From an optimization exercise on the open Yosys and OpenROAD flow, aimed at small area, a short achievable clock period and few clock cycles per item; shortcuts taken in it are not production practice. Only simulation tests tie the RTL to the original design; equivalence was not proved. Power and IR drop assume default switching activity.

--- design/flow/flow/run.sh ---
#!/bin/bash
# The standard layout (the standard.sh), except that the buffers that
# buffer_ports puts on every input and output port are buf_1 cells; the
# resizer sizes them up where timing needs it.
set -euo pipefail
bash standard.sh "BUFFER_PORTS_ARGS=-buffer_cell sky130_fd_sc_hd__buf_1" finish > flow_standard.log 2>&1
--- design/flow/standard.sh ---
#!/bin/bash
# synth_recipe.tcl (not shown) runs the flow's synth.tcl, then flattens the netlist and writes it again
# the make line also repeats each setting of config.mk as NAME=value (left out here)
make -C /OpenROAD-flow-scripts/flow DESIGN_CONFIG=/design/flow/config.mk WORK_HOME=/design/flow/orfs CLKGATE_MAP_FILE= SYNTH_SCRIPT=/design/flow/synth_recipe.tcl "${@:-finish}"
--- design/flow/config.mk ---
export PLATFORM = sky130hd
export DESIGN_NAME = dot_engine_top
export DESIGN_NICKNAME = dot_engine_top
export VERILOG_FILES = /design/flow/design.v
export SDC_FILE = /design/flow/constraint.sdc
export NUM_CORES = 4
export LEC_CHECK = 0
export ABC_AREA = 1
export CAP_MARGIN = 20
export CORE_MARGIN = 2
export CORE_UTILIZATION = 65
export CTS_CLUSTER_DIAMETER = 80
export CTS_CLUSTER_SIZE = 30
export SETUP_SLACK_MARGIN = 2.35
export SLEW_MARGIN = 20
--- design/flow/constraint.sdc ---
create_clock -name core_clock -period 5.0 [get_ports {clk}]
set_input_delay 1.0000 -clock core_clock [delete_from_list [all_inputs] [get_ports {clk}]]
set_output_delay 1.0000 -clock core_clock [all_outputs]
set_load 0.01 [all_outputs]
--- design/flow/design.v ---
`default_nettype none
package dot_pkg;
  localparam int N_LANES = 4;
  localparam int LANE_W = 8;
  localparam int WORD_W = N_LANES * LANE_W;
  localparam int RES_W = 32;
  localparam int ACC_W = 22;
  localparam int SUM_W = 18;
  localparam int WORD_OFFSET = -87040;
  localparam int VEC_DEPTH = 16;
  localparam int ADDR_W = 4;
endpackage
`default_nettype wire
`default_nettype none
module dp_unit (
  input wire logic clk,
  input wire logic [31:0] act_data,
  input wire logic [31:0] w_word,
  input wire logic enc_load,
  input wire logic cut_vld,
  output logic [17:0] x_out,
  output logic [17:0] y_out
);
  logic [31:0] w_q;
  always_ff @(posedge clk) begin
    if (enc_load) begin
      w_q <= w_word;
    end
  end
  logic [3:0][3:0] one_q;
  logic [3:0][3:0] two_q;
  logic [3:0][3:0] neg_q;
  for (genvar i = 0; i < 4; i++) begin : g_enc_lane
    for (genvar k = 0; k < 4; k++) begin : g_enc_digit
      logic b2, b1, b0;
      assign b2 = w_q[i*8 + 2*k + 1];
      assign b1 = w_q[i*8 + 2*k];
      if (k == 0) begin : g_lsb
        assign b0 = 1'b0;
      end else begin : g_mid
        assign b0 = w_q[i*8 + 2*k - 1];
      end
      assign one_q[i][k] = b1 ^ b0;
      assign two_q[i][k] = (b2 & ~b1 & ~b0) | (~b2 & b1 & b0);
      assign neg_q[i][k] = b2;
    end
  end
  logic [3:0][2:0] ncnt;
  for (genvar k = 0; k < 4; k++) begin : g_ncnt
    assign ncnt[k] = 3'(neg_q[0][k]) + 3'(neg_q[1][k]) + 3'(neg_q[2][k]) + 3'(neg_q[3][k]);
  end
  logic [3:0][3:0][8:0] pp;
  for (genvar i = 0; i < 4; i++) begin : g_pp_lane
    logic [8:0] a1, a2;
    assign a1 = {act_data[i*8 + 7], act_data[i*8 +: 8]};
    assign a2 = {act_data[i*8 +: 8], 1'b0};
    for (genvar k = 0; k < 4; k++) begin : g_pp_digit
      assign pp[i][k] = ({9{one_q[i][k]}} & a1 | {9{two_q[i][k]}} & a2) ^ {9{neg_q[i][k]}};
    end
  end
  logic sb0_1;
  logic cb0_2;
  logic sb0_3;
  logic cb0_4;
  logic sb0_5;
  logic cb0_6;
  logic sb0_7;
  logic cb0_8;
  logic sb0_9;
  logic cb0_10;
  logic sb0_11;
  logic cb0_12;
  logic sb0_13;
  logic cb0_14;
  logic sb0_15;
  logic cb0_16;
  logic sb0_17;
  logic cb0_18;
  logic sb0_19;
  logic cb0_20;
  logic sb0_21;
  logic cb0_22;
  logic sb0_23;
  logic cb0_24;
  logic sb0_25;
  logic cb0_26;
  logic sb0_27;
  logic cb0_28;
  logic sb0_29;
  logic cb0_30;
  logic sb0_31;
  logic cb0_32;
  logic sb0_33;
  logic cb0_34;
  logic sb0_35;
  logic cb0_36;
  logic sb0_37;
  logic cb0_38;
  logic sb0_39;
  logic cb0_40;
  logic sb0_41;
  logic cb0_42;
  logic sb0_43;
  logic cb0_44;
  logic sb0_45;
  logic cb0_46;
  logic sb0_47;
  logic cb0_48;
  logic sb0_49;
  logic cb0_50;
  logic sb0_51;
  logic cb0_52;
  logic sb0_53;
  logic cb0_54;
  logic sb0_55;
  logic cb0_56;
  logic sb0_57;
  logic cb0_58;
  logic sb0_59;
  logic cb0_60;
  logic sb0_61;
  logic cb0_62;
  logic sb0_63;
  logic cb0_64;
  logic sb0_65;
  logic cb0_66;
  logic sb0_67;
  logic cb0_68;
  logic sb0_69;
  logic cb0_70;
  logic sb0_71;
  logic cb0_72;
  logic sb0_73;
  logic cb0_74;
  logic sb0_75;
  logic cb0_76;
  logic sb0_77;
  logic cb0_78;
  logic sb0_79;
  logic cb0_80;
  logic sb0_81;
  logic cb0_82;
  logic sb0_83;
  logic cb0_84;
  logic sb0_85;
  logic cb0_86;
  logic sb0_87;
  logic cb0_88;
  logic sb0_89;
  logic cb0_90;
  logic sb0_91;
  logic cb0_92;
  logic sb1_93;
  logic cb1_94;
  logic sb1_95;
  logic cb1_96;
  logic sb1_97;
  logic cb1_98;
  logic sb1_99;
  logic cb1_100;
  logic sb1_101;
  logic cb1_102;
  logic sb1_103;
  logic cb1_104;
  logic sb1_105;
  logic cb1_106;
  logic sb1_107;
  logic cb1_108;
  logic sb1_109;
  logic cb1_110;
  logic sb1_111;
  logic cb1_112;
  logic sb1_113;
  logic cb1_114;
  logic sb1_115;
  logic cb1_116;
  logic sb1_117;
  logic cb1_118;
  logic sb1_119;
  logic cb1_120;
  logic sb1_121;
  logic cb1_122;
  logic sb1_123;
  logic cb1_124;
  logic sb1_125;
  logic cb1_126;
  logic sb1_127;
  logic cb1_128;
  logic sb1_129;
  logic cb1_130;
  logic sb1_131;
  logic cb1_132;
  logic sb1_133;
  logic cb1_134;
  logic sb1_135;
  logic cb1_136;
  logic sb1_137;
  logic cb1_138;
  logic sb1_139;
  logic cb1_140;
  logic sb1_141;
  logic cb1_142;
  logic sb1_143;
  logic cb1_144;
  logic sb1_145;
  logic cb1_146;
  logic sb1_147;
  logic cb1_148;
  logic sb1_149;
  logic cb1_150;
  logic sb1_151;
  logic cb1_152;
  logic sb1_153;
  logic cb1_154;
  logic sb1_155;
  logic cb1_156;
  logic sb1_157;
  logic cb1_158;
  logic sc0_159;
  logic cc0_160;
  logic sc0_161;
  logic cc0_162;
  logic sc0_163;
  logic cc0_164;
  logic sc0_165;
  logic cc0_166;
  logic sc0_167;
  logic cc0_168;
  logic sc0_169;
  logic cc0_170;
  logic sc0_171;
  logic cc0_172;
  logic sc0_173;
  logic cc0_174;
  logic sc0_175;
  logic cc0_176;
  logic sc0_177;
  logic cc0_178;
  logic sc1_179;
  logic cc1_180;
  logic sc1_181;
  logic cc1_182;
  logic sc1_183;
  logic cc1_184;
  logic sc1_185;
  logic cc1_186;
  logic sc1_187;
  logic cc1_188;
  logic sc1_189;
  logic cc1_190;
  logic sc1_191;
  logic cc1_192;
  logic sc1_193;
  logic cc1_194;
  logic sc1_195;
  logic cc1_196;
  logic sc1_197;
  logic cc1_198;
  logic sc1_199;
  logic cc1_200;
  logic sc1_201;
  logic cc1_202;
  logic sc1_203;
  logic cc1_204;
  logic sc1_205;
  logic cc1_206;
  logic sc1_207;
  logic cc1_208;
  logic sc1_209;
  logic cc1_210;
  logic sc1_211;
  logic cc1_212;
  logic sc1_213;
  logic cc1_214;
  logic sc2_215;
  logic cc2_216;
  logic sc2_217;
  logic cc2_218;
  logic sc2_219;
  logic cc2_220;
  logic sc2_221;
  logic cc2_222;
  logic sc2_223;
  logic cc2_224;
  logic sc2_225;
  logic cc2_226;
  logic sc2_227;
  logic cc2_228;
  logic sc2_229;
  logic cc2_230;
  logic sc2_231;
  logic cc2_232;
  logic sc2_233;
  logic cc2_234;
  logic sc2_235;
  logic cc2_236;
  logic sc2_237;
  logic cc2_238;
  logic sc2_239;
  logic cc2_240;
  logic sc3_241;
  logic cc3_242;
  logic sc3_243;
  logic cc3_244;
  logic sc3_245;
  logic cc3_246;
  logic sc3_247;
  logic cc3_248;
  logic sc3_249;
  logic cc3_250;
  logic sc3_251;
  logic cc3_252;
  logic sc3_253;
  logic cc3_254;
  logic sc3_255;
  logic cc3_256;
  logic sc3_257;
  logic cc3_258;
  logic sc3_259;
  logic cc3_260;
  logic sc3_261;
  logic cc3_262;
  logic sc3_263;
  logic cc3_264;
  logic sc3_265;
  logic cc3_266;
  logic sc3_267;
  logic cc3_268;
  logic sc3_269;
  logic cc3_270;
  assign sb0_1 = pp[0][0][0] ^ pp[1][0][0] ^ pp[2][0][0];
  assign cb0_2 = (pp[0][0][0] & pp[1][0][0]) | (pp[0][0][0] & pp[2][0][0]) | (pp[1][0][0] & pp[2][0][0]);
  assign sb0_3 = pp[0][0][1] ^ pp[1][0][1] ^ pp[2][0][1];
  assign cb0_4 = (pp[0][0][1] & pp[1][0][1]) | (pp[0][0][1] & pp[2][0][1]) | (pp[1][0][1] & pp[2][0][1]);
  assign sb0_5 = pp[0][0][2] ^ pp[0][1][0] ^ pp[1][0][2];
  assign cb0_6 = (pp[0][0][2] & pp[0][1][0]) | (pp[0][0][2] & pp[1][0][2]) | (pp[0][1][0] & pp[1][0][2]);
  assign sb0_7 = pp[1][1][0] ^ pp[2][0][2] ^ pp[2][1][0];
  assign cb0_8 = (pp[1][1][0] & pp[2][0][2]) | (pp[1][1][0] & pp[2][1][0]) | (pp[2][0][2] & pp[2][1][0]);
  assign sb0_9 = pp[3][0][2] ^ pp[3][1][0] ^ ncnt[0][2];
  assign cb0_10 = (pp[3][0][2] & pp[3][1][0]) | (pp[3][0][2] & ncnt[0][2]) | (pp[3][1][0] & ncnt[0][2]);
  assign sb0_11 = pp[0][0][3] ^ pp[0][1][1] ^ pp[1][0][3];
  assign cb0_12 = (pp[0][0][3] & pp[0][1][1]) | (pp[0][0][3] & pp[1][0][3]) | (pp[0][1][1] & pp[1][0][3]);
  assign sb0_13 = pp[1][1][1] ^ pp[2][0][3] ^ pp[2][1][1];
  assign cb0_14 = (pp[1][1][1] & pp[2][0][3]) | (pp[1][1][1] & pp[2][1][1]) | (pp[2][0][3] & pp[2][1][1]);
  assign sb0_15 = pp[3][0][3] ^ pp[3][1][1] ^ ncnt[1][1];
  assign cb0_16 = (pp[3][0][3] & pp[3][1][1]) | (pp[3][0][3] & ncnt[1][1]) | (pp[3][1][1] & ncnt[1][1]);
  assign sb0_17 = pp[0][0][4] ^ pp[0][1][2] ^ pp[0][2][0];
  assign cb0_18 = (pp[0][0][4] & pp[0][1][2]) | (pp[0][0][4] & pp[0][2][0]) | (pp[0][1][2] & pp[0][2][0]);
  assign sb0_19 = pp[1][0][4] ^ pp[1][1][2] ^ pp[1][2][0];
  assign cb0_20 = (pp[1][0][4] & pp[1][1][2]) | (pp[1][0][4] & pp[1][2][0]) | (pp[1][1][2] & pp[1][2][0]);
  assign sb0_21 = pp[2][0][4] ^ pp[2][1][2] ^ pp[2][2][0];
  assign cb0_22 = (pp[2][0][4] & pp[2][1][2]) | (pp[2][0][4] & pp[2][2][0]) | (pp[2][1][2] & pp[2][2][0]);
  assign sb0_23 = pp[3][0][4] ^ pp[3][1][2] ^ pp[3][2][0];
  assign cb0_24 = (pp[3][0][4] & pp[3][1][2]) | (pp[3][0][4] & pp[3][2][0]) | (pp[3][1][2] & pp[3][2][0]);
  assign sb0_25 = pp[0][0][5] ^ pp[0][1][3] ^ pp[0][2][1];
  assign cb0_26 = (pp[0][0][5] & pp[0][1][3]) | (pp[0][0][5] & pp[0][2][1]) | (pp[0][1][3] & pp[0][2][1]);
  assign sb0_27 = pp[1][0][5] ^ pp[1][1][3] ^ pp[1][2][1];
  assign cb0_28 = (pp[1][0][5] & pp[1][1][3]) | (pp[1][0][5] & pp[1][2][1]) | (pp[1][1][3] & pp[1][2][1]);
  assign sb0_29 = pp[2][0][5] ^ pp[2][1][3] ^ pp[2][2][1];
  assign cb0_30 = (pp[2][0][5] & pp[2][1][3]) | (pp[2][0][5] & pp[2][2][1]) | (pp[2][1][3] & pp[2][2][1]);
  assign sb0_31 = pp[3][0][5] ^ pp[3][1][3] ^ pp[3][2][1];
  assign cb0_32 = (pp[3][0][5] & pp[3][1][3]) | (pp[3][0][5] & pp[3][2][1]) | (pp[3][1][3] & pp[3][2][1]);
  assign sb0_33 = pp[0][0][6] ^ pp[0][1][4] ^ pp[0][2][2];
  assign cb0_34 = (pp[0][0][6] & pp[0][1][4]) | (pp[0][0][6] & pp[0][2][2]) | (pp[0][1][4] & pp[0][2][2]);
  assign sb0_35 = pp[0][3][0] ^ pp[1][0][6] ^ pp[1][1][4];
  assign cb0_36 = (pp[0][3][0] & pp[1][0][6]) | (pp[0][3][0] & pp[1][1][4]) | (pp[1][0][6] & pp[1][1][4]);
  assign sb0_37 = pp[1][2][2] ^ pp[1][3][0] ^ pp[2][0][6];
  assign cb0_38 = (pp[1][2][2] & pp[1][3][0]) | (pp[1][2][2] & pp[2][0][6]) | (pp[1][3][0] & pp[2][0][6]);
  assign sb0_39 = pp[2][1][4] ^ pp[2][2][2] ^ pp[2][3][0];
  assign cb0_40 = (pp[2][1][4] & pp[2][2][2]) | (pp[2][1][4] & pp[2][3][0]) | (pp[2][2][2] & pp[2][3][0]);
  assign sb0_41 = pp[3][0][6] ^ pp[3][1][4] ^ pp[3][2][2];
  assign cb0_42 = (pp[3][0][6] & pp[3][1][4]) | (pp[3][0][6] & pp[3][2][2]) | (pp[3][1][4] & pp[3][2][2]);
  assign sb0_43 = pp[3][3][0] ^ ncnt[2][2] ^ ncnt[3][0];
  assign cb0_44 = (pp[3][3][0] & ncnt[2][2]) | (pp[3][3][0] & ncnt[3][0]) | (ncnt[2][2] & ncnt[3][0]);
  assign sb0_45 = pp[0][0][7] ^ pp[0][1][5] ^ pp[0][2][3];
  assign cb0_46 = (pp[0][0][7] & pp[0][1][5]) | (pp[0][0][7] & pp[0][2][3]) | (pp[0][1][5] & pp[0][2][3]);
  assign sb0_47 = pp[0][3][1] ^ pp[1][0][7] ^ pp[1][1][5];
  assign cb0_48 = (pp[0][3][1] & pp[1][0][7]) | (pp[0][3][1] & pp[1][1][5]) | (pp[1][0][7] & pp[1][1][5]);
  assign sb0_49 = pp[1][2][3] ^ pp[1][3][1] ^ pp[2][0][7];
  assign cb0_50 = (pp[1][2][3] & pp[1][3][1]) | (pp[1][2][3] & pp[2][0][7]) | (pp[1][3][1] & pp[2][0][7]);
  assign sb0_51 = pp[2][1][5] ^ pp[2][2][3] ^ pp[2][3][1];
  assign cb0_52 = (pp[2][1][5] & pp[2][2][3]) | (pp[2][1][5] & pp[2][3][1]) | (pp[2][2][3] & pp[2][3][1]);
  assign sb0_53 = pp[3][0][7] ^ pp[3][1][5] ^ pp[3][2][3];
  assign cb0_54 = (pp[3][0][7] & pp[3][1][5]) | (pp[3][0][7] & pp[3][2][3]) | (pp[3][1][5] & pp[3][2][3]);
  assign sb0_55 = ~pp[0][0][8] ^ pp[0][1][6] ^ pp[0][2][4];
  assign cb0_56 = (~pp[0][0][8] & pp[0][1][6]) | (~pp[0][0][8] & pp[0][2][4]) | (pp[0][1][6] & pp[0][2][4]);
  assign sb0_57 = pp[0][3][2] ^ ~pp[1][0][8] ^ pp[1][1][6];
  assign cb0_58 = (pp[0][3][2] & ~pp[1][0][8]) | (pp[0][3][2] & pp[1][1][6]) | (~pp[1][0][8] & pp[1][1][6]);
  assign sb0_59 = pp[1][2][4] ^ pp[1][3][2] ^ ~pp[2][0][8];
  assign cb0_60 = (pp[1][2][4] & pp[1][3][2]) | (pp[1][2][4] & ~pp[2][0][8]) | (pp[1][3][2] & ~pp[2][0][8]);
  assign sb0_61 = pp[2][1][6] ^ pp[2][2][4] ^ pp[2][3][2];
  assign cb0_62 = (pp[2][1][6] & pp[2][2][4]) | (pp[2][1][6] & pp[2][3][2]) | (pp[2][2][4] & pp[2][3][2]);
  assign sb0_63 = ~pp[3][0][8] ^ pp[3][1][6] ^ pp[3][2][4];
  assign cb0_64 = (~pp[3][0][8] & pp[3][1][6]) | (~pp[3][0][8] & pp[3][2][4]) | (pp[3][1][6] & pp[3][2][4]);
  assign sb0_65 = pp[0][1][7] ^ pp[0][2][5] ^ pp[0][3][3];
  assign cb0_66 = (pp[0][1][7] & pp[0][2][5]) | (pp[0][1][7] & pp[0][3][3]) | (pp[0][2][5] & pp[0][3][3]);
  assign sb0_67 = pp[1][1][7] ^ pp[1][2][5] ^ pp[1][3][3];
  assign cb0_68 = (pp[1][1][7] & pp[1][2][5]) | (pp[1][1][7] & pp[1][3][3]) | (pp[1][2][5] & pp[1][3][3]);
  assign sb0_69 = pp[2][1][7] ^ pp[2][2][5] ^ pp[2][3][3];
  assign cb0_70 = (pp[2][1][7] & pp[2][2][5]) | (pp[2][1][7] & pp[2][3][3]) | (pp[2][2][5] & pp[2][3][3]);
  assign sb0_71 = pp[3][1][7] ^ pp[3][2][5] ^ pp[3][3][3];
  assign cb0_72 = (pp[3][1][7] & pp[3][2][5]) | (pp[3][1][7] & pp[3][3][3]) | (pp[3][2][5] & pp[3][3][3]);
  assign sb0_73 = ~pp[0][1][8] ^ pp[0][2][6] ^ pp[0][3][4];
  assign cb0_74 = (~pp[0][1][8] & pp[0][2][6]) | (~pp[0][1][8] & pp[0][3][4]) | (pp[0][2][6] & pp[0][3][4]);
  assign sb0_75 = ~pp[1][1][8] ^ pp[1][2][6] ^ pp[1][3][4];
  assign cb0_76 = (~pp[1][1][8] & pp[1][2][6]) | (~pp[1][1][8] & pp[1][3][4]) | (pp[1][2][6] & pp[1][3][4]);
  assign sb0_77 = ~pp[2][1][8] ^ pp[2][2][6] ^ pp[2][3][4];
  assign cb0_78 = (~pp[2][1][8] & pp[2][2][6]) | (~pp[2][1][8] & pp[2][3][4]) | (pp[2][2][6] & pp[2][3][4]);
  assign sb0_79 = ~pp[3][1][8] ^ pp[3][2][6] ^ pp[3][3][4];
  assign cb0_80 = (~pp[3][1][8] & pp[3][2][6]) | (~pp[3][1][8] & pp[3][3][4]) | (pp[3][2][6] & pp[3][3][4]);
  assign sb0_81 = pp[0][2][7] ^ pp[0][3][5] ^ pp[1][2][7];
  assign cb0_82 = (pp[0][2][7] & pp[0][3][5]) | (pp[0][2][7] & pp[1][2][7]) | (pp[0][3][5] & pp[1][2][7]);
  assign sb0_83 = pp[1][3][5] ^ pp[2][2][7] ^ pp[2][3][5];
  assign cb0_84 = (pp[1][3][5] & pp[2][2][7]) | (pp[1][3][5] & pp[2][3][5]) | (pp[2][2][7] & pp[2][3][5]);
  assign sb0_85 = ~pp[0][2][8] ^ pp[0][3][6] ^ ~pp[1][2][8];
  assign cb0_86 = (~pp[0][2][8] & pp[0][3][6]) | (~pp[0][2][8] & ~pp[1][2][8]) | (pp[0][3][6] & ~pp[1][2][8]);
  assign sb0_87 = pp[1][3][6] ^ ~pp[2][2][8] ^ pp[2][3][6];
  assign cb0_88 = (pp[1][3][6] & ~pp[2][2][8]) | (pp[1][3][6] & pp[2][3][6]) | (~pp[2][2][8] & pp[2][3][6]);
  assign sb0_89 = pp[0][3][7] ^ pp[1][3][7] ^ pp[2][3][7];
  assign cb0_90 = (pp[0][3][7] & pp[1][3][7]) | (pp[0][3][7] & pp[2][3][7]) | (pp[1][3][7] & pp[2][3][7]);
  assign sb0_91 = ~pp[0][3][8] ^ ~pp[1][3][8] ^ ~pp[2][3][8];
  assign cb0_92 = (~pp[0][3][8] & ~pp[1][3][8]) | (~pp[0][3][8] & ~pp[2][3][8]) | (~pp[1][3][8] & ~pp[2][3][8]);
  assign sb1_93 = pp[3][0][0] ^ ncnt[0][0] ^ sb0_1;
  assign cb1_94 = (pp[3][0][0] & ncnt[0][0]) | (pp[3][0][0] & sb0_1) | (ncnt[0][0] & sb0_1);
  assign sb1_95 = pp[3][0][1] ^ ncnt[0][1] ^ cb0_2;
  assign cb1_96 = (pp[3][0][1] & ncnt[0][1]) | (pp[3][0][1] & cb0_2) | (ncnt[0][1] & cb0_2);
  assign sb1_97 = ncnt[1][0] ^ cb0_4 ^ sb0_5;
  assign cb1_98 = (ncnt[1][0] & cb0_4) | (ncnt[1][0] & sb0_5) | (cb0_4 & sb0_5);
  assign sb1_99 = cb0_6 ^ cb0_8 ^ cb0_10;
  assign cb1_100 = (cb0_6 & cb0_8) | (cb0_6 & cb0_10) | (cb0_8 & cb0_10);
  assign sb1_101 = sb0_11 ^ sb0_13 ^ sb0_15;
  assign cb1_102 = (sb0_11 & sb0_13) | (sb0_11 & sb0_15) | (sb0_13 & sb0_15);
  assign sb1_103 = ncnt[1][2] ^ ncnt[2][0] ^ cb0_12;
  assign cb1_104 = (ncnt[1][2] & ncnt[2][0]) | (ncnt[1][2] & cb0_12) | (ncnt[2][0] & cb0_12);
  assign sb1_105 = cb0_14 ^ cb0_16 ^ sb0_17;
  assign cb1_106 = (cb0_14 & cb0_16) | (cb0_14 & sb0_17) | (cb0_16 & sb0_17);
  assign sb1_107 = sb0_19 ^ sb0_21 ^ sb0_23;
  assign cb1_108 = (sb0_19 & sb0_21) | (sb0_19 & sb0_23) | (sb0_21 & sb0_23);
  assign sb1_109 = ncnt[2][1] ^ cb0_18 ^ cb0_20;
  assign cb1_110 = (ncnt[2][1] & cb0_18) | (ncnt[2][1] & cb0_20) | (cb0_18 & cb0_20);
  assign sb1_111 = cb0_22 ^ cb0_24 ^ sb0_25;
  assign cb1_112 = (cb0_22 & cb0_24) | (cb0_22 & sb0_25) | (cb0_24 & sb0_25);
  assign sb1_113 = sb0_27 ^ sb0_29 ^ sb0_31;
  assign cb1_114 = (sb0_27 & sb0_29) | (sb0_27 & sb0_31) | (sb0_29 & sb0_31);
  assign sb1_115 = cb0_26 ^ cb0_28 ^ cb0_30;
  assign cb1_116 = (cb0_26 & cb0_28) | (cb0_26 & cb0_30) | (cb0_28 & cb0_30);
  assign sb1_117 = cb0_32 ^ sb0_33 ^ sb0_35;
  assign cb1_118 = (cb0_32 & sb0_33) | (cb0_32 & sb0_35) | (sb0_33 & sb0_35);
  assign sb1_119 = sb0_37 ^ sb0_39 ^ sb0_41;
  assign cb1_120 = (sb0_37 & sb0_39) | (sb0_37 & sb0_41) | (sb0_39 & sb0_41);
  assign sb1_121 = pp[3][3][1] ^ ncnt[3][1] ^ cb0_34;
  assign cb1_122 = (pp[3][3][1] & ncnt[3][1]) | (pp[3][3][1] & cb0_34) | (ncnt[3][1] & cb0_34);
  assign sb1_123 = cb0_36 ^ cb0_38 ^ cb0_40;
  assign cb1_124 = (cb0_36 & cb0_38) | (cb0_36 & cb0_40) | (cb0_38 & cb0_40);
  assign sb1_125 = cb0_42 ^ cb0_44 ^ sb0_45;
  assign cb1_126 = (cb0_42 & cb0_44) | (cb0_42 & sb0_45) | (cb0_44 & sb0_45);
  assign sb1_127 = sb0_47 ^ sb0_49 ^ sb0_51;
  assign cb1_128 = (sb0_47 & sb0_49) | (sb0_47 & sb0_51) | (sb0_49 & sb0_51);
  assign sb1_129 = pp[3][3][2] ^ ncnt[3][2] ^ cb0_46;
  assign cb1_130 = (pp[3][3][2] & ncnt[3][2]) | (pp[3][3][2] & cb0_46) | (ncnt[3][2] & cb0_46);
  assign sb1_131 = cb0_48 ^ cb0_50 ^ cb0_52;
  assign cb1_132 = (cb0_48 & cb0_50) | (cb0_48 & cb0_52) | (cb0_50 & cb0_52);
  assign sb1_133 = cb0_54 ^ sb0_55 ^ sb0_57;
  assign cb1_134 = (cb0_54 & sb0_55) | (cb0_54 & sb0_57) | (sb0_55 & sb0_57);
  assign sb1_135 = sb0_59 ^ sb0_61 ^ sb0_63;
  assign cb1_136 = (sb0_59 & sb0_61) | (sb0_59 & sb0_63) | (sb0_61 & sb0_63);
  assign sb1_137 = cb0_56 ^ cb0_58 ^ cb0_60;
  assign cb1_138 = (cb0_56 & cb0_58) | (cb0_56 & cb0_60) | (cb0_58 & cb0_60);
  assign sb1_139 = cb0_62 ^ cb0_64 ^ sb0_65;
  assign cb1_140 = (cb0_62 & cb0_64) | (cb0_62 & sb0_65) | (cb0_64 & sb0_65);
  assign sb1_141 = sb0_67 ^ sb0_69 ^ sb0_71;
  assign cb1_142 = (sb0_67 & sb0_69) | (sb0_67 & sb0_71) | (sb0_69 & sb0_71);
  assign sb1_143 = cb0_66 ^ cb0_68 ^ cb0_70;
  assign cb1_144 = (cb0_66 & cb0_68) | (cb0_66 & cb0_70) | (cb0_68 & cb0_70);
  assign sb1_145 = cb0_72 ^ sb0_73 ^ sb0_75;
  assign cb1_146 = (cb0_72 & sb0_73) | (cb0_72 & sb0_75) | (sb0_73 & sb0_75);
  assign sb1_147 = pp[3][2][7] ^ pp[3][3][5] ^ cb0_74;
  assign cb1_148 = (pp[3][2][7] & pp[3][3][5]) | (pp[3][2][7] & cb0_74) | (pp[3][3][5] & cb0_74);
  assign sb1_149 = cb0_76 ^ cb0_78 ^ cb0_80;
  assign cb1_150 = (cb0_76 & cb0_78) | (cb0_76 & cb0_80) | (cb0_78 & cb0_80);
  assign sb1_151 = ~pp[3][2][8] ^ pp[3][3][6] ^ cb0_82;
  assign cb1_152 = (~pp[3][2][8] & pp[3][3][6]) | (~pp[3][2][8] & cb0_82) | (pp[3][3][6] & cb0_82);
  assign sb1_153 = cb0_84 ^ sb0_85 ^ sb0_87;
  assign cb1_154 = (cb0_84 & sb0_85) | (cb0_84 & sb0_87) | (sb0_85 & sb0_87);
  assign sb1_155 = pp[3][3][7] ^ cb0_86 ^ cb0_88;
  assign cb1_156 = (pp[3][3][7] & cb0_86) | (pp[3][3][7] & cb0_88) | (cb0_86 & cb0_88);
  assign sb1_157 = ~pp[3][3][8] ^ cb0_90 ^ sb0_91;
  assign cb1_158 = (~pp[3][3][8] & cb0_90) | (~pp[3][3][8] & sb0_91) | (cb0_90 & sb0_91);
  assign sc0_159 = cut_q[22] ^ cut_q[23];
  assign cc0_160 = cut_q[22] & cut_q[23];
  assign sc0_161 = cut_q[29] ^ cut_q[30] ^ cut_q[31];
  assign cc0_162 = (cut_q[29] & cut_q[30]) | (cut_q[29] & cut_q[31]) | (cut_q[30] & cut_q[31]);
  assign sc0_163 = cut_q[32] ^ cut_q[33];
  assign cc0_164 = cut_q[32] & cut_q[33];
  assign sc0_165 = cut_q[37] ^ cut_q[38] ^ cut_q[39];
  assign cc0_166 = (cut_q[37] & cut_q[38]) | (cut_q[37] & cut_q[39]) | (cut_q[38] & cut_q[39]);
  assign sc0_167 = cut_q[40] ^ cut_q[41] ^ cut_q[42];
  assign cc0_168 = (cut_q[40] & cut_q[41]) | (cut_q[40] & cut_q[42]) | (cut_q[41] & cut_q[42]);
  assign sc0_169 = cut_q[45] ^ cut_q[46] ^ cut_q[47];
  assign cc0_170 = (cut_q[45] & cut_q[46]) | (cut_q[45] & cut_q[47]) | (cut_q[46] & cut_q[47]);
  assign sc0_171 = cut_q[48] ^ cut_q[49];
  assign cc0_172 = cut_q[48] & cut_q[49];
  assign sc0_173 = cut_q[52] ^ cut_q[53] ^ cut_q[54];
  assign cc0_174 = (cut_q[52] & cut_q[53]) | (cut_q[52] & cut_q[54]) | (cut_q[53] & cut_q[54]);
  assign sc0_175 = cut_q[55] ^ cut_q[56];
  assign cc0_176 = cut_q[55] & cut_q[56];
  assign sc0_177 = cut_q[59] ^ cut_q[60] ^ cut_q[61];
  assign cc0_178 = (cut_q[59] & cut_q[60]) | (cut_q[59] & cut_q[61]) | (cut_q[60] & cut_q[61]);
  assign sc1_179 = cut_q[11] ^ cut_q[12];
  assign cc1_180 = cut_q[11] & cut_q[12];
  assign sc1_181 = cut_q[16] ^ cut_q[17] ^ cut_q[18];
  assign cc1_182 = (cut_q[16] & cut_q[17]) | (cut_q[16] & cut_q[18]) | (cut_q[17] & cut_q[18]);
  assign sc1_183 = cut_q[19] ^ cut_q[20];
  assign cc1_184 = cut_q[19] & cut_q[20];
  assign sc1_185 = cut_q[24] ^ cut_q[25] ^ cut_q[26];
  assign cc1_186 = (cut_q[24] & cut_q[25]) | (cut_q[24] & cut_q[26]) | (cut_q[25] & cut_q[26]);
  assign sc1_187 = cut_q[27] ^ cut_q[28] ^ sc0_159;
  assign cc1_188 = (cut_q[27] & cut_q[28]) | (cut_q[27] & sc0_159) | (cut_q[28] & sc0_159);
  assign sc1_189 = cut_q[34] ^ cut_q[35] ^ cut_q[36];
  assign cc1_190 = (cut_q[34] & cut_q[35]) | (cut_q[34] & cut_q[36]) | (cut_q[35] & cut_q[36]);
  assign sc1_191 = cc0_160 ^ sc0_161 ^ sc0_163;
  assign cc1_192 = (cc0_160 & sc0_161) | (cc0_160 & sc0_163) | (sc0_161 & sc0_163);
  assign sc1_193 = cut_q[43] ^ cut_q[44] ^ cc0_162;
  assign cc1_194 = (cut_q[43] & cut_q[44]) | (cut_q[43] & cc0_162) | (cut_q[44] & cc0_162);
  assign sc1_195 = cc0_164 ^ sc0_165 ^ sc0_167;
  assign cc1_196 = (cc0_164 & sc0_165) | (cc0_164 & sc0_167) | (sc0_165 & sc0_167);
  assign sc1_197 = cut_q[50] ^ cut_q[51] ^ cc0_166;
  assign cc1_198 = (cut_q[50] & cut_q[51]) | (cut_q[50] & cc0_166) | (cut_q[51] & cc0_166);
  assign sc1_199 = cc0_168 ^ sc0_169 ^ sc0_171;
  assign cc1_200 = (cc0_168 & sc0_169) | (cc0_168 & sc0_171) | (sc0_169 & sc0_171);
  assign sc1_201 = cut_q[57] ^ cut_q[58] ^ cc0_170;
  assign cc1_202 = (cut_q[57] & cut_q[58]) | (cut_q[57] & cc0_170) | (cut_q[58] & cc0_170);
  assign sc1_203 = cc0_172 ^ sc0_173 ^ sc0_175;
  assign cc1_204 = (cc0_172 & sc0_173) | (cc0_172 & sc0_175) | (sc0_173 & sc0_175);
  assign sc1_205 = cut_q[62] ^ cut_q[63] ^ cut_q[64];
  assign cc1_206 = (cut_q[62] & cut_q[63]) | (cut_q[62] & cut_q[64]) | (cut_q[63] & cut_q[64]);
  assign sc1_207 = cc0_174 ^ cc0_176 ^ sc0_177;
  assign cc1_208 = (cc0_174 & cc0_176) | (cc0_174 & sc0_177) | (cc0_176 & sc0_177);
  assign sc1_209 = cut_q[65] ^ cut_q[66] ^ cut_q[67];
  assign cc1_210 = (cut_q[65] & cut_q[66]) | (cut_q[65] & cut_q[67]) | (cut_q[66] & cut_q[67]);
  assign sc1_211 = cut_q[68] ^ cc0_178;
  assign cc1_212 = cut_q[68] & cc0_178;
  assign sc1_213 = cut_q[69] ^ cut_q[70] ^ cut_q[71];
  assign cc1_214 = (cut_q[69] & cut_q[70]) | (cut_q[69] & cut_q[71]) | (cut_q[70] & cut_q[71]);
  assign sc2_215 = cut_q[4] ^ cut_q[5];
  assign cc2_216 = cut_q[4] & cut_q[5];
  assign sc2_217 = cut_q[8] ^ cut_q[9];
  assign cc2_218 = cut_q[8] & cut_q[9];
  assign sc2_219 = cut_q[13] ^ cut_q[14] ^ cut_q[15];
  assign cc2_220 = (cut_q[13] & cut_q[14]) | (cut_q[13] & cut_q[15]) | (cut_q[14] & cut_q[15]);
  assign sc2_221 = cut_q[21] ^ cc1_180 ^ sc1_181;
  assign cc2_222 = (cut_q[21] & cc1_180) | (cut_q[21] & sc1_181) | (cc1_180 & sc1_181);
  assign sc2_223 = cc1_182 ^ cc1_184 ^ sc1_185;
  assign cc2_224 = (cc1_182 & cc1_184) | (cc1_182 & sc1_185) | (cc1_184 & sc1_185);
  assign sc2_225 = cc1_186 ^ cc1_188 ^ sc1_189;
  assign cc2_226 = (cc1_186 & cc1_188) | (cc1_186 & sc1_189) | (cc1_188 & sc1_189);
  assign sc2_227 = cc1_190 ^ cc1_192 ^ sc1_193;
  assign cc2_228 = (cc1_190 & cc1_192) | (cc1_190 & sc1_193) | (cc1_192 & sc1_193);
  assign sc2_229 = cc1_194 ^ cc1_196 ^ sc1_197;
  assign cc2_230 = (cc1_194 & cc1_196) | (cc1_194 & sc1_197) | (cc1_196 & sc1_197);
  assign sc2_231 = cc1_198 ^ cc1_200 ^ sc1_201;
  assign cc2_232 = (cc1_198 & cc1_200) | (cc1_198 & sc1_201) | (cc1_200 & sc1_201);
  assign sc2_233 = cc1_202 ^ cc1_204 ^ sc1_205;
  assign cc2_234 = (cc1_202 & cc1_204) | (cc1_202 & sc1_205) | (cc1_204 & sc1_205);
  assign sc2_235 = cc1_206 ^ cc1_208 ^ sc1_209;
  assign cc2_236 = (cc1_206 & cc1_208) | (cc1_206 & sc1_209) | (cc1_208 & sc1_209);
  assign sc2_237 = cut_q[72] ^ cc1_210 ^ cc1_212;
  assign cc2_238 = (cut_q[72] & cc1_210) | (cut_q[72] & cc1_212) | (cc1_210 & cc1_212);
  assign sc2_239 = cut_q[73] ^ cut_q[74];
  assign cc2_240 = cut_q[73] & cut_q[74];
  assign sc3_241 = cut_q[1] ^ cut_q[2];
  assign cc3_242 = cut_q[1] & cut_q[2];
  assign sc3_243 = cut_q[6] ^ cut_q[7] ^ sc2_215;
  assign cc3_244 = (cut_q[6] & cut_q[7]) | (cut_q[6] & sc2_215) | (cut_q[7] & sc2_215);
  assign sc3_245 = cut_q[10] ^ cc2_216 ^ sc2_217;
  assign cc3_246 = (cut_q[10] & cc2_216) | (cut_q[10] & sc2_217) | (cc2_216 & sc2_217);
  assign sc3_247 = sc1_179 ^ cc2_218 ^ sc2_219;
  assign cc3_248 = (sc1_179 & cc2_218) | (sc1_179 & sc2_219) | (cc2_218 & sc2_219);
  assign sc3_249 = sc1_183 ^ cc2_220 ^ sc2_221;
  assign cc3_250 = (sc1_183 & cc2_220) | (sc1_183 & sc2_221) | (cc2_220 & sc2_221);
  assign sc3_251 = sc1_187 ^ cc2_222 ^ sc2_223;
  assign cc3_252 = (sc1_187 & cc2_222) | (sc1_187 & sc2_223) | (cc2_222 & sc2_223);
  assign sc3_253 = sc1_191 ^ cc2_224 ^ sc2_225;
  assign cc3_254 = (sc1_191 & cc2_224) | (sc1_191 & sc2_225) | (cc2_224 & sc2_225);
  assign sc3_255 = sc1_195 ^ cc2_226 ^ sc2_227;
  assign cc3_256 = (sc1_195 & cc2_226) | (sc1_195 & sc2_227) | (cc2_226 & sc2_227);
  assign sc3_257 = sc1_199 ^ cc2_228 ^ sc2_229;
  assign cc3_258 = (sc1_199 & cc2_228) | (sc1_199 & sc2_229) | (cc2_228 & sc2_229);
  assign sc3_259 = sc1_203 ^ cc2_230 ^ sc2_231;
  assign cc3_260 = (sc1_203 & cc2_230) | (sc1_203 & sc2_231) | (cc2_230 & sc2_231);
  assign sc3_261 = sc1_207 ^ cc2_232 ^ sc2_233;
  assign cc3_262 = (sc1_207 & cc2_232) | (sc1_207 & sc2_233) | (cc2_232 & sc2_233);
  assign sc3_263 = sc1_211 ^ cc2_234 ^ sc2_235;
  assign cc3_264 = (sc1_211 & cc2_234) | (sc1_211 & sc2_235) | (cc2_234 & sc2_235);
  assign sc3_265 = sc1_213 ^ cc2_236 ^ sc2_237;
  assign cc3_266 = (sc1_213 & cc2_236) | (sc1_213 & sc2_237) | (cc2_236 & sc2_237);
  assign sc3_267 = cc1_214 ^ cc2_238 ^ sc2_239;
  assign cc3_268 = (cc1_214 & cc2_238) | (cc1_214 & sc2_239) | (cc2_238 & sc2_239);
  assign sc3_269 = cut_q[75] ^ cut_q[76] ^ cc2_240;
  assign cc3_270 = (cut_q[75] & cut_q[76]) | (cut_q[75] & cc2_240) | (cut_q[76] & cc2_240);
  logic [76:0] cut_q;
  logic [17:0] x_q;
  logic [17:0] y_q;
  always_ff @(posedge clk) begin
      cut_q[0] <= sb1_93;
      cut_q[1] <= sb0_3;
      cut_q[2] <= cb1_94;
      cut_q[3] <= sb1_95;
      cut_q[4] <= sb0_7;
      cut_q[5] <= sb0_9;
      cut_q[6] <= cb1_96;
      cut_q[7] <= sb1_97;
      cut_q[8] <= cb1_98;
      cut_q[9] <= sb1_99;
      cut_q[10] <= sb1_101;
      cut_q[11] <= cb1_100;
      cut_q[12] <= cb1_102;
      cut_q[13] <= sb1_103;
      cut_q[14] <= sb1_105;
      cut_q[15] <= sb1_107;
      cut_q[16] <= cb1_104;
      cut_q[17] <= cb1_106;
      cut_q[18] <= cb1_108;
      cut_q[19] <= sb1_109;
      cut_q[20] <= sb1_111;
      cut_q[21] <= sb1_113;
      cut_q[22] <= sb0_43;
      cut_q[23] <= cb1_110;
      cut_q[24] <= cb1_112;
      cut_q[25] <= cb1_114;
      cut_q[26] <= sb1_115;
      cut_q[27] <= sb1_117;
      cut_q[28] <= sb1_119;
      cut_q[29] <= sb0_53;
      cut_q[30] <= cb1_116;
      cut_q[31] <= cb1_118;
      cut_q[32] <= cb1_120;
      cut_q[33] <= sb1_121;
      cut_q[34] <= sb1_123;
      cut_q[35] <= sb1_125;
      cut_q[36] <= sb1_127;
      cut_q[37] <= cb1_122;
      cut_q[38] <= cb1_124;
      cut_q[39] <= cb1_126;
      cut_q[40] <= cb1_128;
      cut_q[41] <= sb1_129;
      cut_q[42] <= sb1_131;
      cut_q[43] <= sb1_133;
      cut_q[44] <= sb1_135;
      cut_q[45] <= cb1_130;
      cut_q[46] <= cb1_132;
      cut_q[47] <= cb1_134;
      cut_q[48] <= cb1_136;
      cut_q[49] <= sb1_137;
      cut_q[50] <= sb1_139;
      cut_q[51] <= sb1_141;
      cut_q[52] <= sb0_77;
      cut_q[53] <= sb0_79;
      cut_q[54] <= cb1_138;
      cut_q[55] <= cb1_140;
      cut_q[56] <= cb1_142;
      cut_q[57] <= sb1_143;
      cut_q[58] <= sb1_145;
      cut_q[59] <= sb0_81;
      cut_q[60] <= sb0_83;
      cut_q[61] <= cb1_144;
      cut_q[62] <= cb1_146;
      cut_q[63] <= sb1_147;
      cut_q[64] <= sb1_149;
      cut_q[65] <= cb1_148;
      cut_q[66] <= cb1_150;
      cut_q[67] <= sb1_151;
      cut_q[68] <= sb1_153;
      cut_q[69] <= sb0_89;
      cut_q[70] <= cb1_152;
      cut_q[71] <= cb1_154;
      cut_q[72] <= sb1_155;
      cut_q[73] <= cb1_156;
      cut_q[74] <= sb1_157;
      cut_q[75] <= cb0_92;
      cut_q[76] <= cb1_158;
  end
  always_ff @(posedge clk) begin
      x_q[0] <= cut_vld & cut_q[0];
      x_q[1] <= cut_vld & cut_q[3];
      x_q[2] <= cut_vld & cc3_242;
      x_q[3] <= cut_vld & cc3_244;
      x_q[4] <= cut_vld & cc3_246;
      x_q[5] <= cut_vld & cc3_248;
      x_q[6] <= cut_vld & cc3_250;
      x_q[7] <= cut_vld & cc3_252;
      x_q[8] <= cut_vld & cc3_254;
      x_q[9] <= cut_vld & cc3_256;
      x_q[10] <= cut_vld & cc3_258;
      x_q[11] <= cut_vld & cc3_260;
      x_q[12] <= cut_vld & cc3_262;
      x_q[13] <= cut_vld & cc3_264;
      x_q[14] <= cut_vld & cc3_266;
      x_q[15] <= cut_vld & cc3_268;
      x_q[16] <= cut_vld & cc3_270;
      x_q[17] <= cut_vld & 1'b0;
      y_q[0] <= cut_vld & 1'b0;
      y_q[1] <= cut_vld & sc3_241;
      y_q[2] <= cut_vld & sc3_243;
      y_q[3] <= cut_vld & sc3_245;
      y_q[4] <= cut_vld & sc3_247;
      y_q[5] <= cut_vld & sc3_249;
      y_q[6] <= cut_vld & sc3_251;
      y_q[7] <= cut_vld & sc3_253;
      y_q[8] <= cut_vld & sc3_255;
      y_q[9] <= cut_vld & sc3_257;
      y_q[10] <= cut_vld & sc3_259;
      y_q[11] <= cut_vld & sc3_261;
      y_q[12] <= cut_vld & sc3_263;
      y_q[13] <= cut_vld & sc3_265;
      y_q[14] <= cut_vld & sc3_267;
      y_q[15] <= cut_vld & sc3_269;
      y_q[16] <= cut_vld & 1'b0;
      y_q[17] <= cut_vld & 1'b0;
  end
  assign x_out = x_q;
  assign y_out = y_q;
endmodule
`default_nettype wire
`default_nettype none
module weight_buffer (
  input wire logic clk,
  input wire logic wr_en,
  input wire logic [dot_pkg::ADDR_W-1:0] wr_addr,
  input wire logic [dot_pkg::WORD_W-1:0] wr_data,
  input wire logic [dot_pkg::VEC_DEPTH-1:0] rd_sel,
  output logic [dot_pkg::WORD_W-1:0] rd_data
);
  logic [dot_pkg::WORD_W-1:0] mem [dot_pkg::VEC_DEPTH];
  always_ff @(posedge clk) begin
    if (wr_en) begin
      mem[wr_addr] <= wr_data;
    end
  end
  always_comb begin
    rd_data = '0;
    for (int k = 0; k < dot_pkg::VEC_DEPTH; k++) begin
      rd_data = rd_data | (mem[k] & {dot_pkg::WORD_W{rd_sel[k]}});
    end
  end
endmodule
`default_nettype wire
`default_nettype none
module dot_accumulator (
  input wire logic clk,
  input wire logic clear,
  input wire logic [dot_pkg::ADDR_W-1:0] vec_last,
  input wire logic [dot_pkg::SUM_W-1:0] x_in,
  input wire logic [dot_pkg::SUM_W-1:0] y_in,
  output logic signed [dot_pkg::RES_W-1:0] acc
);
  logic [dot_pkg::ACC_W-1:0] acc_q;
  logic [dot_pkg::ACC_W-1:0] acc_init;
  logic [dot_pkg::ACC_W-1:0] x_ext;
  logic [dot_pkg::ACC_W-1:0] y_ext;
  logic [dot_pkg::ACC_W-1:0] s3;
  logic [dot_pkg::ACC_W-1:0] c3;
  assign acc = dot_pkg::RES_W'($signed(acc_q));
  always_comb begin
    acc_init = '0;
    for (int n = 0; n < dot_pkg::VEC_DEPTH; n++) begin
      if (vec_last == dot_pkg::ADDR_W'(n)) begin
        acc_init = dot_pkg::ACC_W'((n + 1) * dot_pkg::WORD_OFFSET);
      end
    end
  end
  assign x_ext = dot_pkg::ACC_W'(x_in);
  assign y_ext = dot_pkg::ACC_W'(y_in);
  assign s3 = acc_q ^ x_ext ^ y_ext;
  assign c3 = (acc_q & x_ext) | (acc_q & y_ext) | (x_ext & y_ext);
  logic [dot_pkg::ACC_W-1:0] pa;
  logic [dot_pkg::ACC_W-1:0] pb;
  logic [dot_pkg::ACC_W-1:0] sum;
  logic [dot_pkg::ACC_W-1:0] gen [6];
  logic [dot_pkg::ACC_W-1:0] prp [6];
  assign pa = s3;
  assign pb = {c3[dot_pkg::ACC_W-2:0], 1'b0};
  always_comb begin
    gen[0] = pa & pb;
    prp[0] = pa ^ pb;
    for (int l = 0; l < 5; l++) begin
      for (int i = 0; i < dot_pkg::ACC_W; i++) begin
        if (i >= (1 << l)) begin
          gen[l+1][i] = gen[l][i] | (prp[l][i] & gen[l][i - (1 << l)]);
          prp[l+1][i] = prp[l][i] & prp[l][i - (1 << l)];
        end else begin
          gen[l+1][i] = gen[l][i];
          prp[l+1][i] = prp[l][i];
        end
      end
    end
    sum = prp[0] ^ {gen[5][dot_pkg::ACC_W-2:0], 1'b0};
  end
  always_ff @(posedge clk) begin
    if (clear) begin
      acc_q <= acc_init;
    end else begin
      acc_q <= sum;
    end
  end
endmodule
`default_nettype wire
`default_nettype none
module dot_ctrl (
  input wire logic clk,
  input wire logic reset,
  input wire logic start,
  input wire logic [dot_pkg::ADDR_W-1:0] vec_last,
  input wire logic act_valid,
  input wire logic w_wr,
  input wire logic [dot_pkg::ADDR_W-1:0] w_addr,
  output logic busy,
  output logic done,
  output logic buf_wr_en,
  output logic [dot_pkg::VEC_DEPTH-1:0] rd_sel,
  output logic enc_load,
  output logic w0_bypass,
  output logic acc_clear,
  output logic cut_vld
);
  logic busy_q;
  logic strm_q;
  logic [dot_pkg::ADDR_W-1:0] cnt_q;
  logic [dot_pkg::ADDR_W-1:0] last_q;
  logic [dot_pkg::VEC_DEPTH-1:0] rsel_q;
  logic [dot_pkg::VEC_DEPTH-1:0] rsel_d;
  logic done_q;
  logic [1:0] vld_q;
  logic [1:0] fin_q;
  logic is_idle;
  logic accept;
  logic finish;
  logic is_last;
  assign is_idle = !busy_q;
  assign accept = act_valid && strm_q;
  assign finish = vld_q[1] && fin_q[1];
  assign busy = busy_q;
  assign done = done_q;
  assign buf_wr_en = w_wr && is_idle;
  assign rd_sel = rsel_q;
  assign enc_load = is_idle || accept;
  assign w0_bypass = is_idle && w_wr && (w_addr == '0);
  assign is_last = (cnt_q == last_q);
  assign acc_clear = start && is_idle;
  assign cut_vld = vld_q[0];
  always_comb begin
    rsel_d = rsel_q;
    if (is_idle) begin
      rsel_d = start ? dot_pkg::VEC_DEPTH'(2) : dot_pkg::VEC_DEPTH'(1);
    end else if (finish) begin
      rsel_d = dot_pkg::VEC_DEPTH'(1);
    end else if (accept) begin
      rsel_d = rsel_q << 1;
    end
  end
  always_ff @(posedge clk) begin
    if (reset) begin
      busy_q <= 1'b0;
      strm_q <= 1'b0;
      cnt_q <= '0;
      rsel_q <= dot_pkg::VEC_DEPTH'(1);
      last_q <= '0;
      done_q <= 1'b0;
      vld_q <= '0;
      fin_q <= '0;
    end else begin
      done_q <= finish;
      vld_q <= {vld_q[0], accept};
      fin_q <= {fin_q[0], accept && is_last};
      rsel_q <= rsel_d;
      if (is_idle) begin
        if (start) begin
          busy_q <= 1'b1;
          strm_q <= 1'b1;
          cnt_q <= '0;
          last_q <= vec_last;
        end
      end else begin
        if (accept) begin
          cnt_q <= cnt_q + 1'b1;
          if (is_last) begin
            strm_q <= 1'b0;
          end
        end
        if (finish) begin
          busy_q <= 1'b0;
        end
      end
    end
  end
endmodule
`default_nettype wire
`default_nettype none
module dot_engine_top (
  input wire logic clk,
  input wire logic reset,
  input wire logic w_wr,
  input wire logic [dot_pkg::ADDR_W-1:0] w_addr,
  input wire logic [dot_pkg::WORD_W-1:0] w_data,
  input wire logic start,
  input wire logic [dot_pkg::ADDR_W-1:0] vec_last,
  input wire logic act_valid,
  input wire logic [dot_pkg::WORD_W-1:0] act_data,
  output logic busy,
  output logic done,
  output logic signed [dot_pkg::RES_W-1:0] result
);
  logic buf_wr_en;
  logic [dot_pkg::VEC_DEPTH-1:0] rd_sel;
  logic [dot_pkg::WORD_W-1:0] rd_data;
  logic acc_clear;
  logic cut_vld;
  logic enc_load;
  logic w0_bypass;
  logic [dot_pkg::WORD_W-1:0] w_next;
  logic [dot_pkg::SUM_W-1:0] x_sum;
  logic [dot_pkg::SUM_W-1:0] y_sum;
  dot_ctrl dot_ctrl_i (
    .clk, .reset, .start, .vec_last, .act_valid, .w_wr, .w_addr,
    .busy, .done, .buf_wr_en, .rd_sel, .enc_load, .w0_bypass, .acc_clear, .cut_vld
  );
  weight_buffer weight_buffer_i (
    .clk, .wr_en(buf_wr_en), .wr_addr(w_addr), .wr_data(w_data),
    .rd_sel, .rd_data
  );
  assign w_next = w0_bypass ? w_data : rd_data;
  dp_unit dp_unit_i (
    .clk, .act_data, .w_word(w_next), .enc_load, .cut_vld, .x_out(x_sum), .y_out(y_sum)
  );
  dot_accumulator dot_accumulator_i (
    .clk, .clear(acc_clear), .vec_last, .x_in(x_sum), .y_in(y_sum), .acc(result)
  );
endmodule
`default_nettype wire
==> run notes <==
* Sw power at between 5000 and 6000 uW
* Pwr Total at 16200 uW
* Sw frac at between 30% and 40%
* PwrDens at 464 mW/mm^2
* Synth Area in XOR/XNOR at 3.15%
* H-Tree Depth at 2
* Hold_buf cts at 0
* Hold_sp: dot_ctrl_i.fin_q[0]
* Share of layout cells above drive strength 1 at 8.79%
* Cell count after synthesis at 2753
* Residual DRC at 0
* Slew Limit Headroom at 29.9%
* Sequential area share after synthesis at about three fifths
* Yosys warning total at 6
* Clock skew at 0.0288 ns
* Core box area at ~0.049 mm^2
* # fillers at 3426
* Detailed placement HPWL at ~58000 um
* Final net count at 3124
* Max Cap Viol at 0
* Vias in the first global route at 20900
* Via density at 6.02
* Layout area overhead at 8.97%
* Vias at 21300
* Placed cell count at 3451
* Root Driver: clkbuf_16
* Internal at 10500 uW
* Worst Setup Start Kind: flop
* Yosys cell types at 47
* GRT Total Usage at 34.5%
* Rows at between 80 and 90
* Worst setup margin at roughly 2.4 ns
* Flops & latches, synth at ~710
* Hold WS at 0.420 ns
* Crit path from: dp_unit_i.w_q[3]
* I/O pin cnt at between 100 and 150
* Post-Syn Area at 0.0320 mm^2
* Syn_area_per_cell at 11.6 um^2
* Mux share of post-synthesis cell area at 0%
* Number of synthesized flops with an enable pin at 544
* Die area at ~0.05 mm^2
* Syn nets at 3013
* Adder-cell share of the synthesized area at 10.5%
* Die width at 226 um
* Comb power frac at 33.9%
* Fin crit period at 2.65 ns
* Starting density of the core at 65.6%
* Final Setup Violations at 0
* CTS max path bufs at 3
* Final max-slew violation count at 0
* Pin count of the biggest net entering global routing at 35
* Seq pwr share at approximately 45%
* Critical Path Fanout Max at 2
* Die Y at around 230 um
* Clk slew on worst S/H paths at 0.10 ns
* Max Clk Rate at 378 MHz
* TritonRoute pass-1 iters at 5
* RSZ-0062 raised after global routing: yes
* Worst skew pair latency at 0.59 ns
* CTS tree: built
* Setup TNS at 0 ns
* Routed Antenna Nets at 0
* Worst EP required at 5.45 ns
* Largest family of logic cells by synthesized area: simple AND/OR/NAND/NOR gates
* Crit path DAT at 3.10 ns
* Post-Synth Simple-Gate Area at between 10 and 15%
* # clock sinks at 706
* Worst setup EP type: flop
* Number of CTS-inserted buffers at 35
* Worst-margin pin slew at 1.05 ns
* Final Instance Count excl. Fillers at 3544
* R2R Path Start: dp_unit_i.w_q[3]
* Outcome: no timing/DRC/antenna violations
* DRT Wirelength at 86200 um
* Post-Place Worst Slack at 1.37 ns
* Clock power share at 21.5%
* RePlAce Congestion at 0.995
* Final hold vios at 0
* Kind of critical path: reg -> reg
* Compound-Gate Fraction of Synth Area at 6.06%
* Buffers added on ports at 110
* FFs w/ async S/R, synth at 0%
* Leakage power at around 0.013 uW
* Worst vdd rail ir drop at 505 uV
* Fin crit share at 52.9%
* Total grt overflow at 0
* First-pass GRT wire length at 127000 um
* Primary FF master, synth: edfxtp_1
* 1st-iter DRT viols at 2547
* Worst hold path type: reg -> reg
* Wire per inst at around 24 um
* Antenna violations before repair at 0
-- Yosys cell counts, types with 52 or more instances --
library cell,number,area [um^2]
o22ai_1,91,569
dfxtp_1,162,3240
inv_1,259,972
a221oi_1,52,455
nand2_1,760,2850
buf_2,52,260
nor2_1,127,477
o21ai_0,63,315
fa_1,144,2880
edfxtp_1,544,16300
xor2_1,110,963
nand4_1,92,576
-- cells by family (layout without fill, tap and decap cells) --
logic type / after synthesis / after routing
xor+xnor: 115 / 115
fa+ha+maj: 183 / 183
flops: 706 / 706
buf+inv: 391 / 516
simple gates: 1055 / 1056
compound gates: 303 / 303
other cells: 0 / 1
-- final cells by class --
class,count,area (um^2),share of cell area [%]
flip-flops and latches,706,19600,56.3
multi-input cells,1657,11100,31.8
repair buffers,190,1100,3.15
inverters,274,1030,2.96
clock buffers,36,880,2.53
well taps,664,831,2.39
clock inverters,16,310,0.891
diodes,1,2.50,0.00718
-- per-layer routing --
metal / track usage [%] / routed length (um)
met1: 44.5 / 31900
met4: 15.6 / 4280
met5: 0 / 0
met3: 4.44 / 6840
met2: 58.8 / 43100
-- sequential cells by signal, summed over array words and instances (netlist names) --
signal	count
dot_ctrl_i.vld_q	2
dot_accumulator_i.acc_q	22
dot_ctrl_i.done_q	1
dot_ctrl_i.fin_q	2
dot_ctrl_i.last_q	4
dot_ctrl_i.busy_q	1
dp_unit_i.y_q	15
dp_unit_i.cut_q	77
dp_unit_i.x_q	17
dot_ctrl_i.strm_q	1
weight_buffer_i.mem	512
dp_unit_i.w_q	32
dot_ctrl_i.cnt_q	4
dot_ctrl_i.rsel_q	16
-- power by group through the flow --
stage | registers, uW | clock network, uW | logic, uW
2_1_floorplan | 7210 | 0 | 3250
3_3_place_gp | 7370 | 0 | 5100
3_5_place_dp | 7380 | 0 | 5220
4_1_cts | 7210 | 3500 | 5390
5_1_grt | 7250 | 3690 | 6160
6_report | 7200 | 3470 | 5480
-- what timing repair did --
item,4_1_cts,5_1_grt
resized for setup,19,57
endpoints found under the setup margin,58,54
buffers inserted,28,10
cloned,1,0
pin swaps,8,20
-- path summary, 6_finish.rpt --
kind	depth (start not counted)	slack [ns]	end
max reg2reg	8	2.35	dp_unit_i.cut_q[10]
min reg2reg	2	0.42	dot_ctrl_i.fin_q[1]
min	2	0.42	dot_ctrl_i.fin_q[1]
max	8	2.35	dp_unit_i.cut_q[10]
-- worst max-delay path: stages (launching register included) --
cell	delay [ns]
edfxtp_1	0.44
buf_6	0.15
ha_4	0.23
fa_2	0.39
ha_4	0.28
inv_2	0.04
fa_1	0.54
inv_2	0.05
fa_1	0.42
-- metrics by stage --
stage | utilization [%] | area, um^2
floorplan | - | 32000
detailed placement | 67.8 | 33000
global placement | 67.6 | 33000
CTS | 70.8 | 34500
global route | 71.4 | 34800
finish | 71.5 | 34800
-- layout by cell type, fill, tap and decap left out, drive strengths merged --
master    instances
o22ai            91
dfxtp           162
a31oi             8
and3              1
ha               39
a211oi            7
clkbuf           36
xor2            110
clkinv            9
o21ai            77
bufinv            3
a21boi            2
nand3b            5
or2               4
clkinvlp          1
fa              144
nor3b             1
nor3              4
a22o              2
diode             1
and2              1
buf             190
o211ai           15
a21o              1
nand4            92
edfxtp          544
a221oi           52
o21bai            2
nand2           762
nand3            40
inv             277
nor2            134
a21oi            46
xnor2             5
nor4             12
Testbench counts, summed over its fixed seeds: cycles 14,859, items 1,280.

-- what the ideal ports hide --
The flow's constraints put no driver on any port. The routed layout listed below was extracted and timed again, unchanged, in two steps. Step 1: set_driving_cell puts a clkbuf_16 on clk and a buf_2 on each other input, an assumption about the parent block. Step 2 also shifts input and output timing later by t, the mid clock arrival at the registers, as if the neighbouring blocks saw the same clock. a / b / c = ideal ports / drivers / drivers and shift; a / b = the first two.
t (ns): 0.639
slack for setup (ns): 2.353 / 2.353 / 1.804
pins driven straight from the clock port: 1
After both steps this run still meets setup and hold. For this run, drivers alone change the setup slack by 0.000 ns; drivers and shift together by -0.549 ns.
